What follows belongs to an exercise in optimizing a design on an open flow for small area, a short achievable clock period and few clock cycles per item; a production flow would make more cautious choices.
No run shown here included a check of the RTL's function; only the layout flow was run.
Power figures rest on the tool's default switching activity, not on a simulated workload.

==> flow/design.v <==
`default_nettype none
package cpuArchPkg;
    typedef logic [7:0] dataWord;      
    typedef logic [7:0] progAddress;   
    typedef logic [1:0] regIndex;      
    typedef enum logic [3:0] {
        opAnd = 4'b0000,
        opOr  = 4'b0001,
        opNot = 4'b0010,
        opAdd = 4'b0011,
        opSub = 4'b0100,
        opLsr = 4'b0101,
        opLsl = 4'b0110,
        opInc = 4'b0111,
        opDec = 4'b1000,
        opBra = 4'b1001,
        opMov = 4'b1011,
        opLd  = 4'b1100
    } opcode;
    typedef struct packed {
        opcode      code;        
        logic [3:0] dst;         
        logic [3:0] srcFirst;    
        logic [3:0] srcSecond;   
    } instruction;
    typedef struct packed {
        dataWord r1;
        dataWord r2;
        dataWord r3;
        dataWord r4;
    } registerView;
endpackage
`default_nettype wire
`default_nettype none
package cpuControlPkg;
    typedef enum logic [3:0] {
        aluPassA   = 4'b0000,
        aluPassImm = 4'b0001,
        aluNot     = 4'b0010,
        aluAdd     = 4'b0100,
        aluSub     = 4'b0101,
        aluAnd     = 4'b0111,
        aluOr      = 4'b1000,
        aluLsl     = 4'b1011,
        aluLsr     = 4'b1100
    } aluOp;
    typedef enum logic [1:0] {
        rfHold      = 2'b00,
        rfLoad      = 2'b01,
        rfDecrement = 2'b10,
        rfIncrement = 2'b11
    } regFunc;
    typedef enum logic [1:0] {
        stIdle,
        stFetchLow,
        stFetchHigh,
        stExecute
    } seqState;
    typedef struct packed {
        regFunc  regFn;
        logic [1:0] target;    
        logic [1:0] srcA;
        logic [1:0] srcB;
        aluOp    op;
        logic [7:0] immediate;   
        logic    pcLoad;
    } controlWord;
endpackage
`default_nettype wire
`timescale 1ns/1ps
`default_nettype none
module programMemory
(
    input  logic       clock,
    input  logic       progWrite,
    input  logic [7:0] progAddr,
    input  logic [7:0] progData,
    input  logic [6:0] rowE,
    input  logic [6:0] rowO,
    output logic [7:0] byteE,
    output logic [7:0] byteO
);
    logic [7:0] memE [128];
    logic [7:0] memO [128];
    always_ff @(posedge clock) begin
        if (progWrite && !progAddr[0]) memE[progAddr[7:1]] <= progData;
        if (progWrite &&  progAddr[0]) memO[progAddr[7:1]] <= progData;
    end
    assign byteE = memE[rowE];
    assign byteO = memO[rowO];
endmodule
`default_nettype wire
`timescale 1ns/1ps
`default_nettype none
module cpuTop
(
    input  logic       clock,
    input  logic       arstN,
    input  logic       progWrite,
    input  logic [7:0] progAddr,
    input  logic [7:0] progData,
    input  logic       run,
    output logic [31:0] regs,          
    output logic [7:0] pc,
    output logic            instrDone
);
    logic       wrQ;
    logic [7:0] wrAddrQ, wrDataQ;
    always_ff @(posedge clock) begin
        wrQ     <= progWrite;
        wrAddrQ <= progAddr;
        wrDataQ <= progData;
    end
    logic [7:0] fetchPc;
    logic [6:0] rowE;       
    logic       running;    
    logic       starting;   
    logic [7:0] byteE, byteO;
    programMemory i_programMemory (
        .clock     (clock),
        .progWrite (wrQ),
        .progAddr  (wrAddrQ),
        .progData  (wrDataQ),
        .rowE      (rowE),
        .rowO      (fetchPc[7:1]),
        .byteE     (byteE),
        .byteO     (byteO)
    );
    logic [7:0] fetchLo;
    logic [6:0] fetchLoInc;   
    logic [6:0] incE, incO;
    logic       isBra;
    assign incE       = byteE[7:1] + 7'd1;
    assign incO       = byteO[7:1] + 7'd1;
    assign fetchLo    = fetchPc[0] ? byteO : byteE;
    assign fetchLoInc = fetchPc[0] ? incO : incE;
    assign isBra      = fetchPc[0] ? (byteE[7:4] == 4'h9) : (byteO[7:4] == 4'h9);
    logic go;
    assign go = starting || (run && (running || !wrQ));
    logic [7:0] seqPc;
    logic [6:0] seqRowE, braRowE;
    assign seqPc   = go ? fetchPc + 8'd2 : fetchPc;
    assign seqRowE = go ? rowE + 7'd1 : rowE;
    assign braRowE = fetchLo[0] ? fetchLoInc : fetchLo[7:1];
    always_ff @(posedge clock or negedge arstN) begin
        if (!arstN) begin
            fetchPc  <= '0;
            rowE     <= '0;
            running  <= 1'b0;
            starting <= 1'b0;
        end else begin
            running  <= go;
            starting <= !running && !starting && run && wrQ;
            fetchPc  <= (go && isBra) ? fetchLo : seqPc;
            rowE     <= (go && isBra) ? braRowE : seqRowE;
        end
    end
    logic [7:0] irE, irO;
    logic       irSwap;
    logic [7:0] pcQ;
    always_ff @(posedge clock) begin
        irE    <= byteE;
        irO    <= byteO;
        irSwap <= fetchPc[0];
    end
    always_ff @(posedge clock or negedge arstN) begin
        if (!arstN) pcQ <= '0;
        else        pcQ <= fetchPc;   
    end
    assign pc        = pcQ;
    assign instrDone = running;
    logic [7:0] lo, hi;
    assign lo = irSwap ? irO : irE;
    assign hi = irSwap ? irE : irO;
    logic [3:0] op;
    logic [1:0] d, a, b;
    assign op = hi[7:4];
    assign d  = hi[1:0];
    assign a  = lo[5:4];
    assign b  = lo[1:0];
    logic [7:0] r [4];
    logic [7:0] opA, opB, addB, sum, result;
    logic       cin;
    assign opA = r[a];
    assign opB = r[b];
    always_comb begin
        case (op)
            4'h4:    begin addB = ~opB;   cin = 1'b1; end   
            4'h7:    begin addB = 8'h01;  cin = 1'b0; end   
            4'h8:    begin addB = 8'hFF;  cin = 1'b0; end   
            default: begin addB = opB;    cin = 1'b0; end   
        endcase
    end
    assign sum = opA + addB + 8'(cin);
    always_comb begin
        case (op)
            4'h0:    result = opA & opB;
            4'h1:    result = opA | opB;
            4'h2:    result = ~opA;
            4'h5:    result = {1'b0, opA[7:1]};
            4'h6:    result = {opA[6:0], 1'b0};
            4'hC:    result = lo;
            4'hB:    result = opA;
            default: result = sum;   
        endcase
    end
    logic       wr;
    logic [1:0] dst;
    assign wr  = running && (op <= 4'h8 || op == 4'hB || op == 4'hC);
    assign dst = (op == 4'h7 || op == 4'h8) ? a : d;
    for (genvar i = 0; i < 4; i++) begin : gReg
        always_ff @(posedge clock or negedge arstN) begin
            if (!arstN)                          r[i] <= '0;
            else if (wr && dst == 2'(i))         r[i] <= result;
        end
    end
    assign regs = {r[0], r[1], r[2], r[3]};
endmodule
`default_nettype wire
==> flow/run.sh <==
#!/bin/bash
# synth_recipe.tcl (not shown) runs the flow's synth.tcl, then flattens the netlist and writes it again
# the make line also repeats each setting of config.mk as NAME=value (left out here)
make -C /OpenROAD-flow-scripts/flow DESIGN_CONFIG=/design/flow/config.mk WORK_HOME=/design/flow/orfs CLKGATE_MAP_FILE= SYNTH_SCRIPT=/design/flow/synth_recipe.tcl finish
==> flow/config.mk <==
export PLATFORM = sky130hd
export DESIGN_NAME = cpuTop
export DESIGN_NICKNAME = cpuTop
export VERILOG_FILES = /design/flow/design.v
export SDC_FILE = /design/flow/constraint.sdc
export NUM_CORES = 4
export LEC_CHECK = 0
export CAP_MARGIN = 20
export CORE_MARGIN = 2
export CORE_UTILIZATION = 40
export SETUP_SLACK_MARGIN = 5
export SLEW_MARGIN = 20
==> flow/constraint.sdc <==
create_clock -name core_clock -period 9.0 [get_ports {clock}]
set_input_delay 1.8000 -clock core_clock [delete_from_list [all_inputs] [get_ports {clock}]]
set_output_delay 1.8000 -clock core_clock [all_outputs]
set_load 0.01 [all_outputs]
==> results.json, run 1 <==
{
  "r2r-start": "fetchPc[1]",
  "antenna_found_initial": 10,
  "cts_tree": "done",
  "clock_latency_ns": 0.87,
  "cp_max_fo": 9,
  "hold_viol": 0,
  "crit_start": "fetchPc[1]",
  "die_area_um2": 217000,
  "synth_flop_cell": "edfxtp_1",
  "cts.sinks": 2139,
  "wl_per_cell_um": 31.6,
  "clock_skew_ns": 0.0362,
  "fmax_mhz": 247,
  "fin_util_pct": 45.8,
  "synth_commonest_cells": "edfxtp_1, mux4_2, nor2_1",
  "setup_ws_ns": 4.95,
  "maxCapViolations": 0,
  "vias": 44352,
  "syn-cell-area_um2": 85300,
  "nNetsFinal": 4478,
  "drt-total-wl_um": 236000,
  "grt_max_degree": 207,
  "antenna_left": 0,
  "dpl.hpwl_um": 133000,
  "drt_iter0_drc": 5565,
  "ff2ff_setup_slack_ns": 4.95,
  "fp.coreArea_um2": 212000,
  "crit_end": "rowE[1]",
  "synth_edf_count": 2048,
  "dp.cells": 6969,
  "clk_pin_slew_ns": 0.06,
  "grt_pass1_wl_um": 331000,
  "leakage_nw": 31.2,
  "drt-pass1-iter-count": 25,
  "status": "finished clean",
  "viasPerCell": 5.95,
  "area_growth_pct": 13.9,
  "critPathCaptureType": "flip-flop",
  "fin_crit_sh_pct": 45.0,
  "powerDensity_nw_per_um2": 316,
  "worstHoldPathType": "flip-flop to flip-flop",
  "syn_inst": 4255,
  "yosysWarnings": 3,
  "syn-num-nets": 4286,
  "yosysTopAreaCellShare_pct": 72.1,
  "min_period_ns": 4.05,
  "synth_largest_area_cell": "edfxtp_1",
  "grt_pass1_vias": 43468,
  "critPathKind": "flip-flop to flip-flop",
  "synth_cell_types": 96,
  "synthTopCellsByArea": "edfxtp_1, mux4_2, mux2i_1, dfrtp_1, nor2_1",
  "cts.htree.levels": 4,
  "ys_seq_area_share_pct": 74.6,
  "drive_gt1_share_pct": 23.2,
  "dpl_cell_area_um2": 88400,
  "yosysMostFrequentCell": "edfxtp_1",
  "rows": 169,
  "stdcell_count": 7452,
  "relSlewSlack_pct": 23.4,
  "cts_root_buffer": "clkbuf_16",
  "finish.instance_area_um2": 97200,
  "die_w_um": 466,
  "reg2reg_depth": 13,
  "port-buffer-count": 60,
  "cts-buffers-inserted": 207,
  "syn_area_per_cell_um2": 20.0,
  "tightest_slew_ns": 1.15,
  "p_total_mw": 30.7,
  "grt-ovfl-total": 0,
  "rsz0062_at_grt": "false",
  "setup_viol": 0,
  "crit_required_ns": 9.71,
  "ys_async_sr_fraction_pct": 2.66,
  "hp-start": "starting",
  "r2r-end": "rowE[1]",
  "gp_congestion": 0.865,
  "setup_tns_ns": 0,
  "ir_worst_vdd_v": 0.000223,
  "die_height_um": 466,
  "grt_use_total_pct": 21.3,
  "start_util_pct": 40.2,
  "place_ws_ns": 3.48,
  "ios": 61,
  "cts_buffer_depth": 3,
  "startpoint_type": "flip-flop",
  "slew_violations": 0,
  "drc": 0,
  "cp.arrival_ns": 4.76,
  "synth_seq_cells": 2139,
  "timing.hold.ws_ns": 0.437
}
cell type report:
class                      instances  area, um2
antenna                            5       12.5
clock buffer                     263       5580
clock inverter                   125       1150
fill                           17561     115000
inverter                          29        130
multi-input combinational       1853      20300
sequential                      2139      63700
tap                             2821       3530
timing repair buffer             217       2740
where the power goes:
part	internal, mW	switching (mW)
clock	4.90	3.80
combinational	4.47	6.13
sequential	11.1	0.311
critical path, stage by stage, from the launching register on:
cell      delay [ns]
dfrtp_4         0.48
buf_12          0.21
buf_16          0.17
buf_12          0.13
mux4_2          0.49
mux2i_2         0.33
o22a_1          0.19
nand4_1         0.39
o221ai_4        0.44
o31ai_4         0.17
ha_1            0.34
mux2_2          0.27
mux2i_1         0.15
a21oi_1         0.08
worst min-delay path by stage:
stage	to	slack, ns	cells after the start
2_1_floorplan	irSwap	0.36	0
4_1_cts	starting	0.44	1
6_report	starting	0.44	1
3_5_place_dp	starting	0.43	1
5_1_grt	starting	0.46	1
3_3_place_gp	starting	0.42	1
flip-flops by register name, summed over array words and instances, names as in the netlist:
name,cells
i_programMemory.memE,1024
pcQ,8
fetchPc,8
i_programMemory.memO,1024
wrDataQ,8
irE,8
running,1
rowE,7
wrAddrQ,8
wrQ,1
irSwap,1
irO,8
r,32
starting,1
layout by cell type, fill, tap and decap left out, types with 11 or more instances in the layout:
cell type and instances:
o21ai_0 42, dfxtp_1 25, inv_6 12, o211ai_1 21, clkbuf_16 215, a22oi_1 53, o22ai_1 30, buf_16 19
and3_1 11, clkinv_2 42, buf_12 19, a21oi_1 53, a211oi_1 16, edfxtp_1 2048, mux4_2 408, nor2b_1 15
dfrtp_1 48, clkinv_1 47, mux2i_1 289, nor2_1 297, clkbuf_1 40, a221oi_1 23, inv_1 20, nand3_1 36
nand2_1 130, mux2_2 59, buf_4 97, clkdlybuf4s50_1 59, o221ai_1 29, bufinv_16 18, clkbuf_8 12, mux4_1 29
cell families (layout without fill, tap and decap cells):
logic type	Yosys count	count (layout)	synth area share, %
DFF	2139	2139	74.6
muxes	799	799	16.0
and+or+nand+nor	607	607	3.16
AOI/OAI and AO/OA	421	422	3.67
buffers and inverters	264	634	2.24
xor gates and xnor gates	14	14	0.144
adders and majority gates	11	11	0.179
other	0	5	0
routing by layer:
layer  up-vias  global-route usage [%]  routed length, um
met2      2204                    33.2             110000
met1     23779                    30.7              99000
met3       346                    3.96              20200
met4         2                    6.12               6450
met5         -                       0                 10
li1      18021                       -                  -
timing repair:
item                                    CTS  global route
pin swaps                                 3            11
endpoints found under the setup margin   55            31
setup buffers                            43            28
hold buffers                              0             0
cloned                                   13             5
resized for setup                        94            66
==> run 2, diff against run 1 <==
==> flow/flow/run.sh (new file) <==
#!/bin/bash
# Own layout flow: the standard ORFS flow with a tighter timing-repair
# target (setup margin) and plain buffers on the ports. Same SDC and clock.
set -euo pipefail
bash standard.sh SETUP_SLACK_MARGIN=6.2 'BUFFER_PORTS_ARGS=-buffer_cell sky130_fd_sc_hd__buf_4' finish > run_make.log 2>&1
==> flow/standard.sh (new file) <==
#!/bin/bash
# synth_recipe.tcl (not shown) runs the flow's synth.tcl, then flattens the netlist and writes it again
# the make line also repeats each setting of config.mk as NAME=value (left out here)
make -C /OpenROAD-flow-scripts/flow DESIGN_CONFIG=/design/flow/config.mk WORK_HOME=/design/flow/orfs CLKGATE_MAP_FILE= SYNTH_SCRIPT=/design/flow/synth_recipe.tcl "${@:-finish}"
--- a/flow/config.mk
+++ b/flow/config.mk
@@ -8,5 +8,4 @@
 export CAP_MARGIN = 20
 export CORE_MARGIN = 2
 export CORE_UTILIZATION = 40
-export SETUP_SLACK_MARGIN = 5
 export SLEW_MARGIN = 20
removed: flow/run.sh
==> run 2 against run 1 <==
  * Still clean
  * Global-route usage up 0.65 points
  * Clock skew down 0.0038 ns
  * Register-to-register slack better by 0.19 ns
  * Sequential power about the same
  * Utilization up 2.1 points
  * Critical path type unchanged
  * Largest cell class unchanged
  * Largest power group is now combinational logic
  * Highest routed layer unchanged
==> results.json, run 2 <==
{
  "synth_flop_cell": "edfxtp_1",
  "drt-pass1-iter-count": 20,
  "rows": 169,
  "ff2ff_setup_slack_ns": 5.14,
  "cts-buffers-inserted": 206,
  "synth_seq_cells": 2139,
  "critPathKind": "flip-flop to flip-flop",
  "reg2reg_depth": 12,
  "ff_latch_area_um2": 63700,
  "dpl.hpwl_um": 135000,
  "syn-cell-area_um2": 85300,
  "filler_cell_count": 17187,
  "drc": 0,
  "setup_tns_ns": 0,
  "vias": 45429,
  "r2r-end": "fetchPc[3]",
  "grt_pass1_wl_um": 341000,
  "grt_max_degree": 181,
  "fmax_mhz": 259,
  "synth_largest_area_cell": "edfxtp_1",
  "worstHoldPathType": "flip-flop to flip-flop",
  "hp-start": "starting",
  "mostFrequentLayoutCells": "edfxtp_1, mux4_2, mux2i_1",
  "setup_ws_ns": 5.14,
  "wl_per_cell_um": 31.7,
  "yosysMostFrequentCell": "edfxtp_1",
  "start_util_pct": 40.2,
  "cp_slowest_cell": "nor2_2",
  "antenna_found_initial": 6,
  "layout_commonest_cell": "edfxtp_1",
  "synth_cell_types": 96,
  "multi_input_area_um2": 22400,
  "worstHoldEndpoint": "starting",
  "yosysTopAreaCellShare_pct": 72.1,
  "port-buffer-count": 60,
  "clock_latency_ns": 0.86,
  "area_growth_pct": 19.1,
  "dpl_cell_area_um2": 88400,
  "cts_tree": "done",
  "ios": 61,
  "status": "finished clean",
  "startpoint_type": "flip-flop",
  "grt_use_total_pct": 21.9,
  "syn_inst": 4255,
  "leakage_nw": 32.8,
  "drt_iter0_drc": 5598,
  "crit_chain": "buf_16, nor2_2, nand2_1, a31oi_2, a2111oi_4, a21oi_2, nand2_1, o31ai_4, buf_6, buf_16, mux2i_1, a22oi_1",
  "cts_root_buffer": "clkbuf_16",
  "cts_buffer_depth": 3,
  "synth_edf_count": 2048,
  "die_w_um": 466,
  "drive_gt1_share_pct": 34.8,
  "crit_required_ns": 9.70,
  "syn_area_per_cell_um2": 20.0,
  "tightest_slew_ns": 1.22,
  "powerDensity_nw_per_um2": 324,
  "synth_commonest_cells": "edfxtp_1, mux4_2, nor2_1",
  "drt-total-wl_um": 242000,
  "die_height_um": 466,
  "cts.sinks": 2139,
  "gp_congestion": 0.849,
  "maxCapViolations": 0,
  "fp.coreArea_um2": 212000,
  "r2r-start": "rowE[2]",
  "finish.instance_area_um2": 102000,
  "syn-num-nets": 4286,
  "slew_violations": 0,
  "critPathCaptureType": "flip-flop",
  "cp_num_buf_inv": 3,
  "cts.htree.levels": 4,
  "cp.arrival_ns": 4.56,
  "grt-ovfl-total": 0,
  "die_area_um2": 217000,
  "ir_worst_vdd_v": 0.000187,
  "rsz0062_at_grt": "true",
  "nNetsFinal": 4688,
  "fin_util_pct": 47.9,
  "cp_max_fo": 47,
  "ys_seq_area_share_pct": 74.6,
  "hold_viol": 0,
  "viasPerCell": 5.94,
  "synthTopCellsByArea": "edfxtp_1, mux4_2, mux2i_1, dfrtp_1, nor2_1",
  "grt_pass1_vias": 44734,
  "relSlewSlack_pct": 18.5,
  "min_period_ns": 3.86,
  "hold_depth": 1,
  "worst_path_largest_cell_delay_ns": 0.68,
  "setup_viol": 0,
  "antenna_left": 0,
  "ys_async_sr_fraction_pct": 2.66,
  "yosysWarnings": 3,
  "clk_pin_slew_ns": 0.06,
  "cp_top_family": "compound AO/OA/AOI/OAI gates",
  "place_ws_ns": 3.70,
  "clock_skew_ns": 0.0324,
  "fin_crit_sh_pct": 42.9
}
-- run 2: how the worst max path moves through the flow --
stage / from / end / slack [ns] / cells past startpoint
4_1_cts: fetchPc[1] / rowE[0] / 5.27 / 15
3_5_place_dp: rowE[0] / fetchPc[4] / 3.70 / 12
2_1_floorplan: irSwap / r[2][6] / 5.30 / 17
3_3_place_gp: rowE[0] / fetchPc[4] / 3.32 / 11
5_1_grt: irSwap / r[2][6] / 5.19 / 17
6_report: rowE[2] / fetchPc[3] / 5.14 / 12
-- run 2: logic make-up (layout without fill, tap and decap cells) --
group,after synthesis,in the layout,share of synthesized area [%]
xor gates and xnor gates,14,14,0.144
AOI/OAI and AO/OA,421,421,3.67
adders and majority gates,11,11,0.179
other,0,4,0
and+or+nand+nor,607,607,3.16
DFF,2139,2139,74.6
buffers and inverters,264,832,2.24
muxes,799,799,16.0
-- run 2: where the power goes --
part | switching, mW | internal, mW
registers | 0.280 | 11.1
clock network | 3.70 | 4.79
logic | 6.95 | 6.03
total | 10.9 | 21.9
-- run 2: what timing repair did --
| item | CTS | global route |
|---|---|---|
| endpoints found under the setup margin | 1628 | 1205 |
| pin swaps | 53 | 61 |
| buffers inserted | 172 | 73 |
| resized for setup | 562 | 270 |
| hold buffers | 0 | 0 |
| gates cloned | 31 | 9 |
-- run 2: area by class of cell --
| cell class | count | share of cell area [%] |
|---|---|---|
| Multi-Input combinational cell | 1852 | 22.1 |
| Clock inverter | 97 | 0.877 |
| Inverter | 29 | 0.150 |
| Timing Repair Buffer | 429 | 5.18 |
| Clock buffer | 277 | 5.53 |
| Antenna cell | 4 | 0.00986 |
| Tap cell | 2821 | 3.48 |
| Sequential cell | 2139 | 62.7 |
-- run 2: stage by stage --
stage	std cells	power, mW	hold slack (ns)
after floorplan	4255	18.0	0.359
after global placement	6981	20.7	0.441
after detailed placement	6985	20.7	0.450
after CTS	7562	31.8	0.458
after global routing	7647	33.8	0.484
final	7648	32.8	0.459
-- run 2: metal layers --
layer | vias up | GRT usage, % | wire [um]
met5 | - | 0 | 27
met2 | 2202 | 34.4 | 115000
li1 | 18432 | - | -
met3 | 380 | 3.76 | 20400
met4 | 4 | 6.72 | 7480
met1 | 24411 | 31.5 | 99400
-- run 2: worst register-to-register path, stage by stage (launching register included) --
cell and delay [ns]:
dfrtp_4 0.52, buf_16 0.20, nor2_2 0.85, nand2_1 0.20, a31oi_2 0.44, a2111oi_4 0.18
a21oi_2 0.20, nand2_1 0.15, o31ai_4 0.36, buf_6 0.19, buf_16 0.13, mux2i_1 0.19
a22oi_1 0.10
==> run 3, diff against run 2 <==
--- a/flow/design.v
+++ b/flow/design.v
@@ -155,13 +155,10 @@
             rowE     <= (go && isBra) ? braRowE : seqRowE;
         end
     end
-    logic [7:0] irE, irO;
-    logic       irSwap;
-    logic [7:0] pcQ;
+    logic [15:0] ir;
+    logic [7:0]  pcQ;
     always_ff @(posedge clock) begin
-        irE    <= byteE;
-        irO    <= byteO;
-        irSwap <= fetchPc[0];
+        ir <= fetchPc[0] ? {byteE, byteO} : {byteO, byteE};
     end
     always_ff @(posedge clock or negedge arstN) begin
         if (!arstN) pcQ <= '0;
@@ -169,15 +166,14 @@
     end
     assign pc        = pcQ;
     assign instrDone = running;
-    logic [7:0] lo, hi;
-    assign lo = irSwap ? irO : irE;
-    assign hi = irSwap ? irE : irO;
     logic [3:0] op;
     logic [1:0] d, a, b;
-    assign op = hi[7:4];
-    assign d  = hi[1:0];
-    assign a  = lo[5:4];
-    assign b  = lo[1:0];
+    logic [7:0] imm;
+    assign op  = ir[15:12];
+    assign d   = ir[9:8];
+    assign a   = ir[5:4];
+    assign b   = ir[1:0];
+    assign imm = ir[7:0];
     logic [7:0] r [4];
     logic [7:0] opA, opB, addB, sum, result;
     logic       cin;
@@ -191,7 +187,27 @@
             default: begin addB = opB;    cin = 1'b0; end   
         endcase
     end
-    assign sum = opA + addB + 8'(cin);
+    logic [7:0] g0, p0, gk, pk, gn, pn;
+    logic [8:0] carry;
+    always_comb begin
+        g0 = opA & addB;
+        p0 = opA ^ addB;
+        gk = g0;
+        pk = p0;
+        for (int s = 1; s < 8; s = s * 2) begin
+            gn = gk;
+            pn = pk;
+            for (int i = s; i < 8; i++) begin
+                gn[i] = gk[i] | (pk[i] & gk[i - s]);
+                pn[i] = pk[i] & pk[i - s];
+            end
+            gk = gn;
+            pk = pn;
+        end
+        carry[0] = cin;
+        for (int i = 0; i < 8; i++) carry[i + 1] = gk[i] | (pk[i] & cin);
+        sum = p0 ^ carry[7:0];
+    end
     always_comb begin
         case (op)
             4'h0:    result = opA & opB;
@@ -199,7 +215,7 @@
             4'h2:    result = ~opA;
             4'h5:    result = {1'b0, opA[7:1]};
             4'h6:    result = {opA[6:0], 1'b0};
-            4'hC:    result = lo;
+            4'hC:    result = imm;
             4'hB:    result = opA;
             default: result = sum;   
         endcase
--- a/flow/config.mk
+++ b/flow/config.mk
@@ -7,5 +7,5 @@
 export LEC_CHECK = 0
 export CAP_MARGIN = 20
 export CORE_MARGIN = 2
-export CORE_UTILIZATION = 40
+export CORE_UTILIZATION = 60
 export SLEW_MARGIN = 20
==> run 3 against run 2 <==
  * Critical endpoint is now rowE[6]
  * Die area down 33%
  * Fmax about the same
  * First-iteration DRC count up 9.7%
  * Clock power down 1%
  * Critical path type unchanged
  * Total power up 0.95%
==> results.json, run 3 <==
{
  "status": "finished clean",
  "powerDensity_nw_per_um2": 332,
  "grt_pass1_wl_um": 335000,
  "power_frac_seq_pct": 34.5,
  "cts.htree.levels": 4,
  "wl_per_cell_um": 35.6,
  "grt_use_total_pct": 33.0,
  "syn_area_per_cell_um2": 19.7,
  "drt-total-wl_um": 241000,
  "worstHoldPathType": "flip-flop to flip-flop",
  "drt_iter0_drc": 6140,
  "drive_gt1_share_pct": 32.7,
  "synth_seq_cells": 2136,
  "area_growth_pct": 17.7,
  "ir_worst_vdd_v": 0.000260,
  "setup_tns_ns": 0,
  "synthTopCellsByArea": "edfxtp_1, mux4_2, mux2i_1, dfrtp_1, nor2_1",
  "cp_max_fo": 6,
  "cts_tree": "done",
  "holdBufCountCts": 0,
  "layout_commonest_cell": "edfxtp_1",
  "hold_viol": 0,
  "timing.critical_path.mode_cell": "a221o_1",
  "ys_async_sr_fraction_pct": 2.67,
  "critPathCaptureType": "flip-flop",
  "syn-cell-area_um2": 84900,
  "cp.arrival_ns": 4.58,
  "die_area_um2": 145000,
  "setup_ws_ns": 5.14,
  "fmax_mhz": 259,
  "drt-pass1-iter-count": 6,
  "rsz0062_at_grt": "true",
  "yosysWarnings": 3,
  "synth_cell_types": 85,
  "crit_required_ns": 9.72,
  "critPathKind": "flip-flop to flip-flop",
  "drc": 0,
  "synth_edf_count": 2048,
  "grt_pass1_vias": 44387,
  "viasPerCell": 6.80,
  "nNetsFinal": 4723,
  "dpl.hpwl_um": 132000,
  "die_w_um": 380,
  "synth_flop_cell": "edfxtp_1",
  "cts_buffer_depth": 3,
  "grt_max_degree": 201,
  "fp.coreArea_um2": 141000,
  "clk_pin_slew_ns": 0.06,
  "crit_chain": "buf_8, buf_16, buf_12, mux4_2, a22o_4, a221oi_4, a221o_1, a21oi_2, a22oi_2, inv_2, ha_4, and2_4, and4b_1, xor2_1, a221o_1",
  "gp_congestion": 0.918,
  "syn_inst": 4313,
  "fin_util_pct": 70.8,
  "ys_seq_area_share_pct": 74.8,
  "pwr-share-comb_pct": 40.2,
  "place_ws_ns": 3.61,
  "die_height_um": 380,
  "port-buffer-count": 60,
  "p_sw_share_pct": 34.0,
  "ios": 61,
  "cts-buffers-inserted": 207,
  "start_util_pct": 60.2,
  "cp_slowest_cell": "dfrtp_4",
  "power_frac_clock_pct": 25.3,
  "leakage_nw": 32.2,
  "vias": 45937,
  "cts_root_buffer": "clkbuf_16",
  "clock_skew_ns": 0.0373,
  "yosysMostFrequentCell": "edfxtp_1",
  "fin_crit_sh_pct": 42.9,
  "tightest_slew_ns": 1.31,
  "rows": 138,
  "relSlewSlack_pct": 12.8,
  "worst_path_largest_cell_delay_ns": 0.55,
  "n_antenna_cell": 0,
  "antenna_left": 0,
  "maxCapViolations": 0,
  "mostFrequentLayoutCells": "edfxtp_1, mux4_2, buf_4",
  "p_int_mw": 21.9,
  "yosysTopAreaCellShare_pct": 72.4,
  "antenna_found_initial": 1,
  "synth_largest_area_cell": "edfxtp_1",
  "min_period_ns": 3.86,
  "cts.sinks": 2136,
  "startpoint_type": "flip-flop",
  "switchingPower_mw": 11.3,
  "syn-num-nets": 4344,
  "setup_viol": 0,
  "slew_violations": 0,
  "grt-ovfl-total": 0,
  "clock_latency_ns": 0.84,
  "synth_commonest_cells": "edfxtp_1, mux4_2, nor2_1"
}
==> run 3: routing by layer <==
| metal | wire length, um | vias to the layer above | track usage (%) |
|---|---|---|---|
| met4 | 9710 | 0 | 11.7 |
| met2 | 117000 | 2664 | 52.7 |
| met1 | 92100 | 24152 | 46.7 |
| met3 | 22100 | 515 | 5.64 |
| li1 | - | 18606 | - |
| met5 | 0 | - | 0 |
==> run 3: final timing paths <==
kind	startpoint	to	slack (ns)	cells after the start
max reg2reg	fetchPc[1]	rowE[6]	5.14	15
min	starting	starting	0.46	1
min reg2reg	starting	starting	0.46	1
min in group asynchronous	arstN	r[1][6]	0.93	1
max in group asynchronous	arstN	rowE[4]	7.18	2
max	fetchPc[1]	rowE[6]	5.14	15
==> run 3: cells by family after synthesis <==
kind of cell               count (synthesis)  synth area share [%]
adders and majority gates                 11                 0.171
muxes                                    737                  15.4
and+or+nand+nor                          657                  3.45
AOI/OAI and AO/OA                        473                  3.98
xor gates and xnor gates                  17                 0.175
DFF                                     2136                  74.8
buffers and inverters                    282                  1.98
==> run 3: repair_timing <==
action,4_1_cts,5_1_grt
gates resized for setup,477,209
pin swaps,66,53
setup buffers,155,75
gates cloned,38,10
setup endpoints to repair,783,993
==> run 3: cell type report <==
| cell class | count | area (um2) |
|---|---|---|
| flip-flops and latches | 2136 | 63600 |
| well taps | 1890 | 2360 |
| inverters | 25 | 101 |
| fillers | 8666 | 41100 |
| clock inverters | 113 | 895 |
| multi-input cells | 1898 | 21900 |
| repair buffers | 424 | 5420 |
| clock buffers | 273 | 5590 |
==> run 3: per-stage QoR <==
step	hold slack (ns)	instance area [um2]	cells	power, mW
5_1_grt	0.470	99900	6759	33.9
2_1_floorplan	0.349	85200	4313	18.0
6_report	0.458	99900	6759	33.2
3_3_place_gp	0.441	87000	6092	20.7
4_1_cts	0.457	98200	6672	31.9
3_5_place_dp	0.449	87100	6093	20.7
==> run 3: worst max-delay path: cells and delay by family (launching register included) <==
kind | cells | cell delay, ns
xor gates and xnor gates | 1 | 0.14
buffers and inverters | 4 | 0.49
and+or+nand+nor | 2 | 0.32
DFF | 1 | 0.55
muxes | 1 | 0.50
AOI/OAI and AO/OA | 6 | 1.54
adders and majority gates | 1 | 0.17
==> run 3: power by group through the flow <==
| stage | Clock, mW | Sequential, mW | Combinational (mW) |
|---|---|---|---|
| 4_1_cts | 8.44 | 11.4 | 12.1 |
| 5_1_grt | 8.81 | 11.4 | 13.7 |
| 6_report | 8.39 | 11.4 | 13.3 |
| 2_1_floorplan | 0 | 11.5 | 6.45 |
| 3_3_place_gp | 0 | 11.8 | 8.90 |
| 3_5_place_dp | 0 | 11.8 | 8.93 |
==> run 4, diff against run 3 <==
--- a/flow/config.mk
+++ b/flow/config.mk
@@ -7,5 +7,5 @@
 export LEC_CHECK = 0
 export CAP_MARGIN = 20
 export CORE_MARGIN = 2
-export CORE_UTILIZATION = 60
+export CORE_UTILIZATION = 40
 export SLEW_MARGIN = 20
==> run 4 against run 3 <==
  * Wire length hardly changed
  * First-iteration DRC count down 6.1%
  * Fmax shrank 0.92%
  * Total power fell by 0.12%
  * Clock power barely moved
  * Clock-buffer cell count is 9 lower
  * Worst hold slack gained 0.0097 ns
  * Final cell count up 13%
  * Flip-flop and latch count stayed put
  * Sequential share of layout area shrank 0.91 points
  * Largest power group unchanged
  * Highest routed layer is now met5
==> results.json, run 4 <==
{
  "status": "finished clean",
  "cp.arrival_ns": 4.58,
  "critPathCaptureType": "flip-flop",
  "relSlewSlack_pct": 18.6,
  "synth_seq_cells": 2136,
  "layout_commonest_cell": "edfxtp_1",
  "port-buffer-count": 60,
  "antenna_left": 0,
  "n_antenna_cell": 0,
  "worstHoldPathType": "flip-flop to flip-flop",
  "p_sw_share_pct": 34.0,
  "synth_flop_cell": "edfxtp_1",
  "viasPerCell": 5.97,
  "die_height_um": 465,
  "dpl.hpwl_um": 132000,
  "ir_worst_vdd_v": 0.000296,
  "grt-ovfl-total": 0,
  "setup_tns_ns": 0,
  "clk_pin_slew_ns": 0.06,
  "drive_gt1_share_pct": 34.8,
  "synth_cell_types": 85,
  "dpl_cell_area_um2": 88200,
  "syn-num-nets": 4344,
  "crit_chain": "buf_12, buf_16, or3b_4, o221ai_2, a221o_1, o211ai_1, a22o_1, or3_4, nor4_4, buf_4, o21ai_4, buf_12, mux2i_1, a22oi_1",
  "grt_pass1_vias": 44934,
  "mostFrequentLayoutCells": "edfxtp_1, mux4_2, buf_4",
  "start_util_pct": 40.2,
  "cts_tree": "done",
  "rows": 169,
  "cp_top_family": "compound AO/OA/AOI/OAI gates",
  "pwr-share-comb_pct": 40.4,
  "cts.sinks": 2136,
  "yosysWarnings": 3,
  "leakage_nw": 32.2,
  "grt_use_met1_pct": 30.3,
  "antenna_found_initial": 2,
  "vias": 45814,
  "timing.critical_path.mode_cell": "buf_12",
  "grt_use_total_pct": 21.8,
  "tightest_slew_ns": 1.22,
  "drt_iter0_drc": 5766,
  "fmax_mhz": 257,
  "startpoint_type": "flip-flop",
  "ys_async_sr_fraction_pct": 2.67,
  "maxCapViolations": 0,
  "grt_pass1_wl_um": 339000,
  "grtUsageMet3_pct": 3.74,
  "grtUsageMet2_pct": 35.0,
  "wl_per_cell_um": 31.4,
  "fin_util_pct": 47.9,
  "cp_max_fo": 7,
  "power_frac_seq_pct": 34.3,
  "crit_required_ns": 9.69,
  "fin_crit_sh_pct": 43.3,
  "powerDensity_nw_per_um2": 327,
  "ios": 61,
  "yosysMostFrequentCell": "edfxtp_1",
  "critPathKind": "flip-flop to flip-flop",
  "synth_edf_count": 2048,
  "synthTopCellsByArea": "edfxtp_1, mux4_2, mux2i_1, dfrtp_1, nor2_1",
  "nNetsFinal": 4714,
  "cts_root_buffer": "clkbuf_16",
  "cp_num_buf_inv": 4,
  "place_ws_ns": 3.15,
  "grt.busiest_layer": "met2",
  "min_period_ns": 3.90,
  "die_w_um": 465,
  "hold_viol": 0,
  "finish.instance_area_um2": 101000,
  "syn_area_per_cell_um2": 19.7,
  "worst_path_largest_cell_delay_ns": 0.50,
  "clock_skew_ns": 0.0380,
  "p_total_mw": 33.1,
  "yosysTopAreaCellShare_pct": 72.4,
  "cp_slowest_cell": "dfrtp_4",
  "fp.coreArea_um2": 211000,
  "grt_max_degree": 177,
  "switchingPower_mw": 11.3,
  "synth_largest_area_cell": "edfxtp_1",
  "syn-cell-area_um2": 84900,
  "cts_buffer_depth": 3,
  "die_area_um2": 216000,
  "setup_ws_ns": 5.10,
  "cts.htree.levels": 4,
  "cts-buffers-inserted": 201,
  "drc": 0,
  "clock_latency_ns": 0.85,
  "gp_congestion": 0.834,
  "drt-pass1-iter-count": 5,
  "setup_viol": 0,
  "area_growth_pct": 19.4,
  "power_frac_clock_pct": 25.2,
  "synth_commonest_cells": "edfxtp_1, mux4_2, nor2_1",
  "p_int_mw": 21.9,
  "rsz0062_at_grt": "true",
  "ys_seq_area_share_pct": 74.8,
  "drt-total-wl_um": 241000,
  "slew_violations": 0,
  "syn_inst": 4313
}
## run 4: power by group through the flow
stage,sequential [mW],clock (mW),combinational (mW)
after floorplan,11.5,0,6.45
after global placement,11.8,0,9.00
after detailed placement,11.8,0,9.05
after CTS,11.4,8.44,12.0
after global routing,11.4,8.83,13.8
final,11.4,8.36,13.4
## run 4: area by class of cell
type                       count  area (um2)
clock buffer                 264        5450
clock inverter               103         903
fill                       17362      110000
inverter                      25         105
multi-input combinational   1898       22500
sequential                  2136       63600
tap                         2821        3530
timing repair buffer         421        5260
## run 4: metal layers
metal,vias to the layer above,routed length [um]
met4,2,7880
met5,-,7
met2,2218,117000
met3,420,19200
li1,18595,-
met1,24579,97100
## run 4: kinds of logic (layout without fill, tap and decap cells)
| group | Yosys count | after routing | synth area share [%] |
|---|---|---|---|
| buffers and inverters | 282 | 813 | 1.98 |
| flip-flops | 2136 | 2136 | 74.8 |
| AO/OA/AOI/OAI | 473 | 475 | 3.98 |
| XOR/XNOR | 17 | 17 | 0.175 |
| adder cells (fa/ha/maj) | 11 | 11 | 0.171 |
| AND/OR/NAND/NOR | 657 | 658 | 3.45 |
| multiplexers | 737 | 737 | 15.4 |
## run 4: timing repair
item                                    in CTS  in global routing
resized for setup                          539                315
hold buffers                                 0                  0
endpoints found under the setup margin    1426               1598
buffers inserted                           136                 99
pin swaps                                   53                 69
cloned                                      33                 10
## run 4: final timing paths
path | end | slack, ns | depth (start not counted) | start
max in group asynchronous | fetchPc[2] | 7.27 | 1 | arstN
min in group asynchronous | r[0][3] | 1.03 | 1 | arstN
worst max-delay path | fetchPc[3] | 5.10 | 14 | fetchPc[2]
worst min-delay path | starting | 0.47 | 1 | starting
worst min register to register | starting | 0.47 | 1 | starting
worst max register to register | fetchPc[3] | 5.10 | 14 | fetchPc[2]
## run 4: stage by stage
stage,std cells,hold slack (ns)
3_3_place_gp,7021,0.441
5_1_grt,7668,0.498
3_5_place_dp,7021,0.455
6_report,7668,0.467
4_1_cts,7557,0.462
2_1_floorplan,4313,0.349
## run 4: worst register-to-register path, stage by stage, from the launching register on
cell	delay [ns]
dfrtp_4	0.50
buf_12	0.16
buf_16	0.15
or3b_4	0.49
o221ai_2	0.24
a221o_1	0.26
o211ai_1	0.26
a22o_1	0.37
or3_4	0.42
nor4_4	0.19
buf_4	0.20
o21ai_4	0.07
buf_12	0.15
mux2i_1	0.18
a22oi_1	0.11
==> run 5, diff against run 4 <==
--- a/flow/design.v
+++ b/flow/design.v
@@ -78,7 +78,9 @@
     input  logic [6:0] rowE,
     input  logic [6:0] rowO,
     output logic [7:0] byteE,
-    output logic [7:0] byteO
+    output logic [7:0] byteO,
+    output logic       braE,    
+    output logic       braO     
 );
     logic [7:0] memE [128];
     logic [7:0] memO [128];
@@ -86,8 +88,18 @@
         if (progWrite && !progAddr[0]) memE[progAddr[7:1]] <= progData;
         if (progWrite &&  progAddr[0]) memO[progAddr[7:1]] <= progData;
     end
-    assign byteE = memE[rowE];
-    assign byteO = memO[rowO];
+    logic [8:0] grpE [32];
+    logic [8:0] grpO [32];
+    always_comb begin
+        for (int g = 0; g < 32; g++) begin
+            grpE[g][7:0] = memE[{g[4:0], rowE[1:0]}];
+            grpO[g][7:0] = memO[{g[4:0], rowO[1:0]}];
+            grpE[g][8]   = (grpE[g][7:4] == 4'h9);
+            grpO[g][8]   = (grpO[g][7:4] == 4'h9);
+        end
+    end
+    assign {braE, byteE} = grpE[rowE[6:2]];
+    assign {braO, byteO} = grpO[rowO[6:2]];
 endmodule
 `default_nettype wire
 `timescale 1ns/1ps
@@ -116,6 +128,7 @@
     logic       running;    
     logic       starting;   
     logic [7:0] byteE, byteO;
+    logic       braE, braO;
     programMemory i_programMemory (
         .clock     (clock),
         .progWrite (wrQ),
@@ -124,7 +137,9 @@
         .rowE      (rowE),
         .rowO      (fetchPc[7:1]),
         .byteE     (byteE),
-        .byteO     (byteO)
+        .byteO     (byteO),
+        .braE      (braE),
+        .braO      (braO)
     );
     logic [7:0] fetchLo;
     logic [6:0] fetchLoInc;   
@@ -134,25 +149,31 @@
     assign incO       = byteO[7:1] + 7'd1;
     assign fetchLo    = fetchPc[0] ? byteO : byteE;
     assign fetchLoInc = fetchPc[0] ? incO : incE;
-    assign isBra      = fetchPc[0] ? (byteE[7:4] == 4'h9) : (byteO[7:4] == 4'h9);
+    assign isBra      = fetchPc[0] ? braE : braO;
     logic go;
     assign go = starting || (run && (running || !wrQ));
-    logic [7:0] seqPc;
-    logic [6:0] seqRowE, braRowE;
+    logic [7:0] braPc, seqPc;
+    logic [6:0] braRowE, seqRowE;
+    assign braPc   = go ? fetchLo : fetchPc;
     assign seqPc   = go ? fetchPc + 8'd2 : fetchPc;
+    assign braRowE = go ? (fetchLo[0] ? fetchLoInc : fetchLo[7:1]) : rowE;
     assign seqRowE = go ? rowE + 7'd1 : rowE;
-    assign braRowE = fetchLo[0] ? fetchLoInc : fetchLo[7:1];
+    always_ff @(posedge clock) begin
+        if (!arstN) begin
+            fetchPc <= '0;
+            rowE    <= '0;
+        end else begin
+            fetchPc <= isBra ? braPc : seqPc;
+            rowE    <= isBra ? braRowE : seqRowE;
+        end
+    end
     always_ff @(posedge clock or negedge arstN) begin
         if (!arstN) begin
-            fetchPc  <= '0;
-            rowE     <= '0;
             running  <= 1'b0;
             starting <= 1'b0;
         end else begin
             running  <= go;
             starting <= !running && !starting && run && wrQ;
-            fetchPc  <= (go && isBra) ? fetchLo : seqPc;
-            rowE     <= (go && isBra) ? braRowE : seqRowE;
         end
     end
     logic [15:0] ir;
--- a/flow/config.mk
+++ b/flow/config.mk
@@ -7,5 +7,5 @@
 export LEC_CHECK = 0
 export CAP_MARGIN = 20
 export CORE_MARGIN = 2
-export CORE_UTILIZATION = 40
+export CORE_UTILIZATION = 60
 export SLEW_MARGIN = 20
==> run 5 against run 4 <==
  * Utilization grew 22 points
  * Cell area shrank 3.1%
  * Die area is 34% lower
  * Via count rose by 2.0%
  * Worst hold slack worse by 0.035 ns
  * Synthesized cell count up 0.74%
  * Sequential power barely moved
==> results.json, run 5 <==
{
  "synth_flop_cell": "edfxtp_1",
  "finish.instance_area_um2": 98200,
  "tightest_slew_ns": 1.13,
  "worstHoldPathType": "flip-flop to flip-flop",
  "setup_ws_ns": 4.92,
  "grt_pass1_wl_um": 344000,
  "status": "finished clean",
  "grt_use_total_pct": 34.7,
  "clock_skew_ns": 0.0256,
  "cp.arrival_ns": 4.81,
  "antenna_left": 0,
  "synth_largest_area_cell": "edfxtp_1",
  "cts.htree.levels": 4,
  "timing.hold.ws_ns": 0.433,
  "die_area_um2": 144000,
  "cts_root_buffer": "clkbuf_16",
  "synthTopCellsByArea": "edfxtp_1, mux4_2, nand3_1, nor2_1, dfrtp_1",
  "dp.cells": 6087,
  "vias": 46734,
  "yosysMostFrequentCell": "edfxtp_1",
  "hold_viol": 0,
  "grt-ovfl-total": 0,
  "relSlewSlack_pct": 24.9,
  "worstHoldEndpoint": "pcQ[2]",
  "viasPerCell": 6.99,
  "synth_seq_cells": 2140,
  "critPathCaptureType": "flip-flop",
  "synth_edf_count": 2048,
  "drt-total-wl_um": 246000,
  "setup_tns_ns": 0,
  "port-buffer-count": 60,
  "clock_latency_ns": 0.85,
  "critPathKind": "flip-flop to flip-flop",
  "drt_iter0_drc": 7480,
  "yosysTopAreaCellShare_pct": 72.9,
  "antenna_found_initial": 7,
  "setup_viol": 0,
  "drive_gt1_share_pct": 33.9,
  "die_w_um": 379,
  "grt_pass1_vias": 44628,
  "ir_worst_vdd_v": 0.000359,
  "leakage_nw": 30.3,
  "rows": 137,
  "gp_congestion": 0.890,
  "cts_tree": "done",
  "syn-num-nets": 4376,
  "rsz0062_at_grt": "true",
  "nNetsFinal": 4660,
  "syn-cell-area_um2": 84300,
  "startpoint_type": "flip-flop",
  "drc": 0,
  "stdcell_count": 6682,
  "powerDensity_nw_per_um2": 266,
  "fin_util_pct": 70.4,
  "cts-buffers-inserted": 209,
  "dpl_cell_area_um2": 86800,
  "yosysWarnings": 5,
  "reg2reg_depth": 16,
  "clk_pin_slew_ns": 0.07,
  "mostFrequentLayoutCells": "edfxtp_1, mux4_2, nand3_1",
  "ys_seq_area_share_pct": 75.4,
  "synth_commonest_cells": "edfxtp_1, mux4_2, nand3_1",
  "cts_buffer_depth": 3,
  "synth_cell_types": 61,
  "p_total_mw": 26.1,
  "holdBufCountCts": 0,
  "fin_crit_sh_pct": 45.3,
  "die_height_um": 379,
  "min_period_ns": 4.08,
  "syn_area_per_cell_um2": 19.4,
  "layout_commonest_cell": "edfxtp_1",
  "ios": 61,
  "dpl.hpwl_um": 143000,
  "start_util_pct": 60.4,
  "wl_per_cell_um": 36.8,
  "drt-pass1-iter-count": 6,
  "fmax_mhz": 245,
  "maxCapViolations": 0,
  "cp_max_fo": 6,
  "crit_required_ns": 9.72,
  "cts.sinks": 2140,
  "filler_cell_count": 8837,
  "fp.coreArea_um2": 140000,
  "hold_depth": 0,
  "place_ws_ns": 3.72,
  "ff2ff_setup_slack_ns": 4.92,
  "grt_max_degree": 204,
  "hp-start": "fetchPc[2]",
  "syn_inst": 4345,
  "area_growth_pct": 16.5,
  "ys_async_sr_fraction_pct": 1.96,
  "slew_violations": 0
}
[run 5: changes by cell type in the layout (fill, tap and decap cells not counted), moves of 29 or more]
cell / delta
nand3_1: +443
mux2i_1: -198
nand4_1: +123
mux4_2: +98
nand2_1: -74
a22oi_1: -37
nand3_2: +34
a21oi_1: -32
o221ai_1: -29
[run 5: worst max-delay path by stage]
| stage | start | to | slack, ns | cells past startpoint |
|---|---|---|---|---|
| floorplan | flip-flop | rowE[6] | 5.75 | 17 |
| global placement | flip-flop | rowE[5] | 3.48 | 11 |
| detailed placement | flip-flop | fetchPc[5] | 3.72 | 11 |
| CTS | flip-flop | rowE[6] | 5.08 | 15 |
| global route | flip-flop | rowE[5] | 4.82 | 15 |
| finish | flip-flop | flip-flop | 4.92 | 16 |
[run 5: power breakdown]
group          switching (mW)  internal (mW)  total [mW]  leakage (nW)
Clock                    3.71           4.67        8.38          3.19
Combinational            3.51           2.91        6.42          7.79
Sequential              0.246           11.1        11.3          19.4
Total                    7.47           18.6        26.1          30.3
[run 5: layer usage]
metal	track usage (%)	wire, um	vias up
li1	-	-	18480
met1	53.7	98000	24767
met3	10.4	32900	358
met4	8.21	5440	6
met2	49.1	109000	3123
met5	0	42	-
[run 5: cell type report]
class	instances	area (um2)	share of cell area [%]
Tap cell	1876	2350	2.39
Clock inverter	122	913	0.930
Multi-Input combinational cell	1891	21200	21.6
Sequential cell	2140	63600	64.8
Antenna cell	1	2.50	0.00255
Clock buffer	265	5590	5.69
Timing Repair Buffer	365	4420	4.50
Inverter	22	92.6	0.0943
[run 5: logic make-up after synthesis]
group	Yosys count	synth area share, %
fa+ha+maj	12	0.184
simple gates	1145	6.65
flops	2140	75.4
compound gates	138	1.06
buf+inv	314	1.79
xor+xnor	17	0.177
mux	579	14.8
[run 5: worst max-delay path, cell delays in order (launching register included)]
cell	delay (ns)
dfxtp_4	0.42
buf_6	0.13
buf_12	0.14
buf_16	0.15
buf_4	0.11
mux4_2	0.47
nand3_1	0.10
nand4_1	0.38
nor4_2	0.43
nand2_2	0.21
a32oi_2	0.25
nor4bb_4	0.37
buf_4	0.19
buf_12	0.11
mux2i_2	0.19
o21ai_1	0.07
and2_1	0.20
[run 5: timing repair]
item / in CTS / in global routing
cloned: 25 / 3
pin swaps: 69 / 59
buffers inserted: 112 / 64
resized for setup: 405 / 185
endpoints found under the setup margin: 1539 / 1534
==> run 6, diff against run 5 <==
--- a/flow/config.mk
+++ b/flow/config.mk
@@ -7,5 +7,5 @@
 export LEC_CHECK = 0
 export CAP_MARGIN = 20
 export CORE_MARGIN = 2
-export CORE_UTILIZATION = 60
+export CORE_UTILIZATION = 40
 export SLEW_MARGIN = 20
==> run 6 against run 5 <==
  * Sequential power hardly changed
  * Global-route usage is 12 points lower
  * Still clean
  * Area after synthesis stayed put
  * Wire length is 0.83% higher
  * Final cell count is 15% higher
  * Sequential share of layout area is 1.7 points lower
==> results.json, run 6 <==
{
  "cts_root_buffer": "clkbuf_16",
  "area_growth_pct": 19.7,
  "syn_inst": 4345,
  "tightest_slew_ns": 1.16,
  "min_period_ns": 3.95,
  "antenna_left": 0,
  "pwr-share-comb_pct": 25.0,
  "critPathCaptureType": "flip-flop",
  "startpoint_type": "flip-flop",
  "syn_area_per_cell_um2": 19.4,
  "ir_worst_vdd_v": 0.000305,
  "port-buffer-count": 60,
  "slew_violations": 0,
  "yosysMostFrequentCell": "edfxtp_1",
  "dpl_cell_area_um2": 87900,
  "power_frac_seq_pct": 41.2,
  "synth_cell_types": 61,
  "mostFrequentLayoutCells": "edfxtp_1, mux4_2, nand3_1",
  "power_frac_clock_pct": 33.8,
  "ios": 61,
  "drt_iter0_drc": 6457,
  "powerDensity_nw_per_um2": 272,
  "die_area_um2": 214000,
  "viasPerCell": 6.05,
  "relSlewSlack_pct": 22.6,
  "clock_latency_ns": 0.89,
  "grt_pass1_vias": 44930,
  "rsz0062_at_grt": "true",
  "cts_buffer_depth": 3,
  "synth_largest_area_cell": "edfxtp_1",
  "wl_per_cell_um": 32.4,
  "p_int_mw": 19.6,
  "clk_pin_slew_ns": 0.06,
  "fmax_mhz": 253,
  "drive_gt1_share_pct": 35.7,
  "met1_length_um": 100000,
  "synth_edf_count": 2048,
  "setup_viol": 0,
  "finish.instance_area_um2": 101000,
  "leakage_nw": 31.0,
  "layout_commonest_cell": "edfxtp_1",
  "yosysWarnings": 5,
  "crit_required_ns": 9.81,
  "grt_max_degree": 197,
  "syn-num-nets": 4376,
  "grt_pass1_wl_um": 349000,
  "synthTopCellsByArea": "edfxtp_1, mux4_2, nand3_1, nor2_1, dfrtp_1",
  "maxCapViolations": 0,
  "fin_util_pct": 48.2,
  "cts-buffers-inserted": 212,
  "cts_tree": "done",
  "antenna_found_initial": 9,
  "synth_flop_cell": "edfxtp_1",
  "yosysTopAreaCellShare_pct": 72.9,
  "grt-ovfl-total": 0,
  "gp_congestion": 0.881,
  "nNetsFinal": 4698,
  "clock_skew_ns": 0.0487,
  "synth_seq_cells": 2140,
  "drc": 0,
  "synth_commonest_cells": "edfxtp_1, mux4_2, nand3_1",
  "setup_tns_ns": 0,
  "fin_crit_sh_pct": 43.9,
  "status": "finished clean",
  "worstHoldPathType": "flip-flop to flip-flop",
  "cp.arrival_ns": 4.76,
  "cts.sinks": 2140,
  "top_layer": "met4",
  "switchingPower_mw": 7.82,
  "p_sw_share_pct": 28.5,
  "rows": 168,
  "filler_cell_count": 17037,
  "drt-pass1-iter-count": 6,
  "hold_viol": 0,
  "drt-total-wl_um": 248000,
  "start_util_pct": 40.2,
  "syn-cell-area_um2": 84300,
  "die_height_um": 463,
  "grt_use_total_pct": 22.7,
  "cp_max_fo": 61,
  "die_w_um": 463,
  "cts.htree.levels": 4,
  "wl_met3_um": 25500,
  "met2WireLength_um": 115000,
  "ys_seq_area_share_pct": 75.4,
  "vias": 46360,
  "critPathKind": "flip-flop to flip-flop",
  "ys_async_sr_fraction_pct": 1.96,
  "fp.coreArea_um2": 210000,
  "dpl.hpwl_um": 143000
}
run 6: critical path, cell delays in order, from the launching register on:
cell and delay (ns):
dfxtp_4 0.38, buf_4 0.15, buf_12 0.33, mux4_2 0.46
nand3_2 0.16, nand4_1 0.23, nor4_4 0.60, nand2_2 0.16
a32oi_2 0.27, nor4bb_4 0.36, buf_4 0.17, buf_6 0.12
buf_6 0.10, nor2_2 0.03, nor2_1 0.09, o221a_1 0.20
run 6: per-stage QoR:
stage          total power, mW  hold slack, ns  setup slack [ns]  std cells
5_1_grt                   28.2           0.426              4.98       7660
6_report                  27.4           0.403              5.05       7661
3_5_place_dp              16.3           0.392              3.64       7011
3_3_place_gp              16.2           0.384              3.72       7010
2_1_floorplan             14.8           0.329              5.75       4345
4_1_cts                   26.9           0.397              5.21       7594
run 6: cells by family (layout without fill, tap and decap cells):
| family | after synthesis | count (layout) | share of synthesized area [%] |
|---|---|---|---|
| flip-flops | 2140 | 2140 | 75.4 |
| AND/OR/NAND/NOR | 1145 | 1146 | 6.65 |
| XOR/XNOR | 17 | 17 | 0.177 |
| other | 0 | 4 | 0 |
| multiplexers | 579 | 579 | 14.8 |
| AO/OA/AOI/OAI | 138 | 138 | 1.06 |
| adder cells (fa/ha/maj) | 12 | 12 | 0.184 |
| buffers and inverters | 314 | 820 | 1.79 |
run 6: per-layer routing:
metal / track usage, % / vias to the layer above
met3: 4.91 / 362
met1: 32.9 / 24772
li1: - / 18571
met5: 0 / -
met2: 34.8 / 2655
met4: 6.19 / 0
run 6: power groups by stage:
stage | Clock [mW] | Combinational, mW | Sequential, mW
after global placement | 0 | 4.65 | 11.6
after CTS | 9.37 | 6.27 | 11.3
after global routing | 9.75 | 7.17 | 11.3
after detailed placement | 0 | 4.68 | 11.6
after floorplan | 0 | 3.30 | 11.5
final | 9.27 | 6.87 | 11.3
run 6: path summary, 6_finish.rpt:
kind	startpoint	end	slack [ns]	cells past startpoint
min	fetchPc[0]	pcQ[0]	0.40	0
min in group asynchronous	arstN	r[1][3]	0.97	1
max	flip-flop	rowE[2]	5.05	15
max in group asynchronous	arstN	r[0][0]	7.55	1
min reg2reg	fetchPc[0]	pcQ[0]	0.40	0
max reg2reg	flip-flop	rowE[2]	5.05	15
run 6: layout make-up:
class	count	area [um2]	area share (%)
flip-flops and latches	2140	63600	63.0
multi-input cells	1892	21600	21.4
clock buffers	250	5510	5.46
repair buffers	399	4780	4.74
well taps	2805	3510	3.48
clock inverters	149	1810	1.79
inverters	22	93.8	0.0930
diodes	4	10.0	0.00992
run 6: timing repair:
action | 4_1_cts | 5_1_grt
buffers inserted | 155 | 59
pin swaps | 79 | 75
resized for setup | 522 | 191
gates cloned | 29 | 1
hold buffers | 0 | 0
endpoints found under the setup margin | 1762 | 1256
==> run 7, diff against run 6 <==
==> flow/run.sh (new file) <==
#!/bin/bash
# synth_recipe.tcl (not shown) runs the flow's synth.tcl, then flattens the netlist and writes it again
# the make line also repeats each setting of config.mk as NAME=value (left out here)
make -C /OpenROAD-flow-scripts/flow DESIGN_CONFIG=/design/flow/config.mk WORK_HOME=/design/flow/orfs CLKGATE_MAP_FILE= SYNTH_SCRIPT=/design/flow/synth_recipe.tcl finish
--- a/flow/config.mk
+++ b/flow/config.mk
@@ -8,4 +8,7 @@
 export CAP_MARGIN = 20
 export CORE_MARGIN = 2
 export CORE_UTILIZATION = 40
+export CTS_CLUSTER_DIAMETER = 100
+export CTS_CLUSTER_SIZE = 25
+export SETUP_SLACK_MARGIN = 5
 export SLEW_MARGIN = 20
removed: flow/flow/run.sh
removed: flow/standard.sh
==> run 7 against run 6 <==
  * Register-to-register slack got worse by 0.07 ns
  * Sequential share of layout area rose by 4.9 points
  * Area after synthesis did not move
  * Non-clock buffer count fell by 104
  * Flip-flop and latch count did not move
  * Sequential power barely moved
  * Critical path type unchanged
  * Critical endpoint is now rowE[6]
  * Largest cell class unchanged
==> results.json, run 7 <==
{
  "synthTopCellsByArea": "edfxtp_1, mux4_2, nand3_1, nor2_1, dfrtp_1",
  "tightest_slew_ns": 1.18,
  "status": "finished clean",
  "cp_slowest_cell": "dfxtp_2",
  "synth_commonest_cells": "edfxtp_1, mux4_2, nand3_1",
  "setup_tns_ns": 0,
  "mostFrequentLayoutCells": "edfxtp_1, mux4_2, nand3_1",
  "drt-total-wl_um": 250000,
  "crit_chain": "nor2b_4, buf_4, buf_8, nand3_1, nand4_1, nor4_1, a21oi_2, mux2i_4, nor4b_1, and3b_1, xnor2_1, o21a_1",
  "fp.coreArea_um2": 210000,
  "synth_largest_area_cell": "edfxtp_1",
  "clk_pin_slew_ns": 0.09,
  "antenna_found_initial": 5,
  "critPathKind": "flip-flop to flip-flop",
  "grt_max_degree": 193,
  "start_util_pct": 40.2,
  "synth_top_family_by_area": "multiplexers",
  "wl_per_cell_um": 34.1,
  "cts_root_buffer": "clkbuf_16",
  "gp_congestion": 0.906,
  "leakage_nw": 27.8,
  "yosys.area_share.adder_pct": 0.184,
  "antenna_left": 0,
  "worstHoldPathType": "flip-flop to flip-flop",
  "yosys.area_share.simple_pct": 6.65,
  "cp.arrival_ns": 4.71,
  "fin_crit_sh_pct": 44.6,
  "clock_latency_ns": 0.82,
  "ys_seq_area_share_pct": 75.4,
  "rows": 168,
  "area_growth_pct": 11.0,
  "drc": 0,
  "dp.cells": 7015,
  "nNetsFinal": 4483,
  "fmax_mhz": 249,
  "grt-ovfl-total": 0,
  "die_height_um": 463,
  "critPathCaptureType": "flip-flop",
  "slew_violations": 0,
  "yosysTopAreaCellShare_pct": 72.9,
  "die_w_um": 463,
  "synth_seq_cells": 2140,
  "ys_async_sr_fraction_pct": 1.96,
  "synth-compound-area-share_pct": 1.06,
  "syn_inst": 4345,
  "startpoint_type": "flip-flop",
  "cts.sinks": 2140,
  "grt_pass1_wl_um": 346000,
  "ios": 61,
  "cts_buffer_depth": 3,
  "powerDensity_nw_per_um2": 239,
  "ir_worst_vdd_v": 0.000182,
  "yosysMostFrequentCell": "edfxtp_1",
  "synth_edf_count": 2048,
  "synth_xor_area_share_pct": 0.177,
  "yosysWarnings": 5,
  "rsz0062_at_grt": "true",
  "holdBufCountCts": 0,
  "stdcell_count": 7318,
  "relSlewSlack_pct": 21.4,
  "maxCapViolations": 0,
  "min_period_ns": 4.02,
  "clock_skew_ns": 0.0732,
  "synth_cell_types": 61,
  "syn-num-nets": 4376,
  "grt_use_total_pct": 22.6,
  "die_area_um2": 214000,
  "drt-pass1-iter-count": 6,
  "cts-buffers-inserted": 101,
  "drive_gt1_share_pct": 23.3,
  "layout_commonest_cell": "edfxtp_1",
  "cp_max_fo": 39,
  "synth_flop_cell": "edfxtp_1",
  "syn-cell-area_um2": 84300,
  "worst_path_largest_cell_delay_ns": 0.64,
  "crit_required_ns": 9.69,
  "hold_viol": 0,
  "synth.area.mux_share_pct": 14.8,
  "dpl.hpwl_um": 147000,
  "p_total_mw": 22.4,
  "port-buffer-count": 60,
  "cts_tree": "done",
  "setup_viol": 0,
  "viasPerCell": 6.18,
  "drt_iter0_drc": 6590,
  "grt_pass1_vias": 43436,
  "filler_cell_count": 17809,
  "syn_area_per_cell_um2": 19.4,
  "cts.htree.levels": 3,
  "vias": 45255
}
[run 7: changes by cell type in the layout (fill, tap and decap cells not counted), sizes merged]
cell           previous run  this run
bufinv                   32         1
bufbuf                    5         3
clkdlybuf4s50             0        59
clkinvlp                 15         0
buf                     393       222
clkbuf                  251       155
diode                     4         2
clkinv                   94         9
[run 7: kinds of logic (layout without fill, tap and decap cells)]
logic type	count (synthesis)	after routing
fa+ha+maj	12	12
flops	2140	2140
xor+xnor	17	17
simple gates	1145	1146
buf+inv	314	479
compound gates	138	138
mux	579	579
other cells	0	2
[run 7: where the power goes]
part / switching (mW) / internal [mW] / leakage [nW]
registers: 0.259 / 11.1 / 19.4
clock network: 3.21 / 2.20 / 1.45
logic: 3.23 / 2.42 / 7.02
total: 6.70 / 15.7 / 27.8
[run 7: final cells by class]
| class | count | area (um2) | area share, % |
|---|---|---|---|
| Antenna cell | 2 | 5.00 | 0.00535 |
| Clock inverter | 18 | 317 | 0.338 |
| Multi-Input combinational cell | 1892 | 19900 | 21.2 |
| Inverter | 22 | 82.6 | 0.0882 |
| Tap cell | 2805 | 3510 | 3.75 |
| Timing Repair Buffer | 295 | 3470 | 3.71 |
| Sequential cell | 2140 | 63600 | 68.0 |
| Clock buffer | 144 | 2720 | 2.91 |
[run 7: critical path: cells and delay by family, from the launching register on]
kind | cells | cell delay, ns
compound gates | 2 | 0.51
flops | 1 | 0.64
simple gates | 6 | 1.58
buf+inv | 2 | 0.84
mux | 1 | 0.20
xor+xnor | 1 | 0.07
[run 7: layer usage]
| layer | vias up | routed length [um] | GRT usage (%) | part of all wire [%] |
|---|---|---|---|---|
| li1 | 17955 | - | - | - |
| met1 | 24243 | 101000 | 33.1 | 40 |
| met2 | 2697 | 113000 | 33.8 | 45 |
| met3 | 356 | 27700 | 4.86 | 11 |
| met4 | 4 | 8210 | 7.09 | 3.3 |
| met5 | - | 24 | 0 | 0.0096 |
[run 7: final timing paths]
kind                            slack, ns  depth (start not counted)       start      end
worst min register to register       0.34                          0  fetchPc[0]   pcQ[0]
max in group asynchronous            7.41                          2       arstN  r[0][4]
min in group asynchronous            1.12                          2       arstN   pcQ[2]
worst min-delay path                 0.34                          0  fetchPc[0]   pcQ[0]
worst max-delay path                 4.98                         12  fetchPc[4]  rowE[6]
worst max register to register       4.98                         12  fetchPc[4]  rowE[6]
[run 7: repair_timing]
item	CTS	global route
pin swaps	12	35
gates cloned	16	11
setup endpoints to repair	38	31
buffers inserted	31	80
resized for setup	75	77
hold endpoints to repair	0	0
[run 7: through the flow]
step	instance area, um2	worst slack [ns]	utilization, %	hold slack (ns)
after detailed placement	88100	3.72	42.0	0.361
after CTS	92300	5.00	44.1	0.351
after global placement	88100	3.55	42.0	0.374
final	93600	4.98	44.7	0.344
after global routing	93600	4.96	44.7	0.362
after floorplan	84300	5.49	-	0.329

==> what the ideal ports hide <==
The results above use ideal ports. As a check the final layouts listed here were re-extracted and re-timed, cells and wires unchanged. Step 1: set_driving_cell puts a clkbuf_16 on clock and a buf_2 on each other input, an assumption about the parent block. Step 2 also shifts input and output timing later by t, the mid clock arrival at the registers, as if the neighbouring blocks saw the same clock. Three values: no drivers, after step 1, after step 2; two values: the first two.
| run | t (ns) | setup WS [ns] | hold slack, ns | worst setup path after step 2 | worst register clock-pin slew, ns |
|---|---|---|---|---|---|
| run 1 | 0.946 | 4.950 / 4.950 / 4.500 | 0.437 / 0.437 / 0.437 | input to register | 0.07 / 0.07 |
| run 2 | 0.939 | 5.143 / 5.143 / 5.143 | 0.459 / 0.459 / 0.459 | register to register | 0.07 / 0.07 |
| run 3 | 0.910 | 5.139 / 5.139 / 4.414 | 0.458 / 0.458 / 0.458 | input to register | 0.07 / 0.07 |
| run 4 | 0.915 | 5.104 / 5.104 / 5.102 | 0.467 / 0.467 / 0.467 | input to register | 0.07 / 0.07 |
| run 5 | 0.903 | 4.920 / 4.920 / 4.920 | 0.433 / 0.433 / 0.433 | register to register | 0.07 / 0.07 |
| run 6 | 0.951 | 5.050 / 5.050 / 4.803 | 0.403 / 0.403 / 0.403 | input to register | 0.08 / 0.08 |
| run 7 | 0.875 | 4.982 / 4.982 / 4.940 | 0.344 / 0.344 / 0.344 | input to register | 0.11 / 0.11 |
After both steps every run listed still meets setup and hold. The setup slack of run 3, which loses most, moves by 0.000 ns with the drivers and by -0.725 ns with both steps.
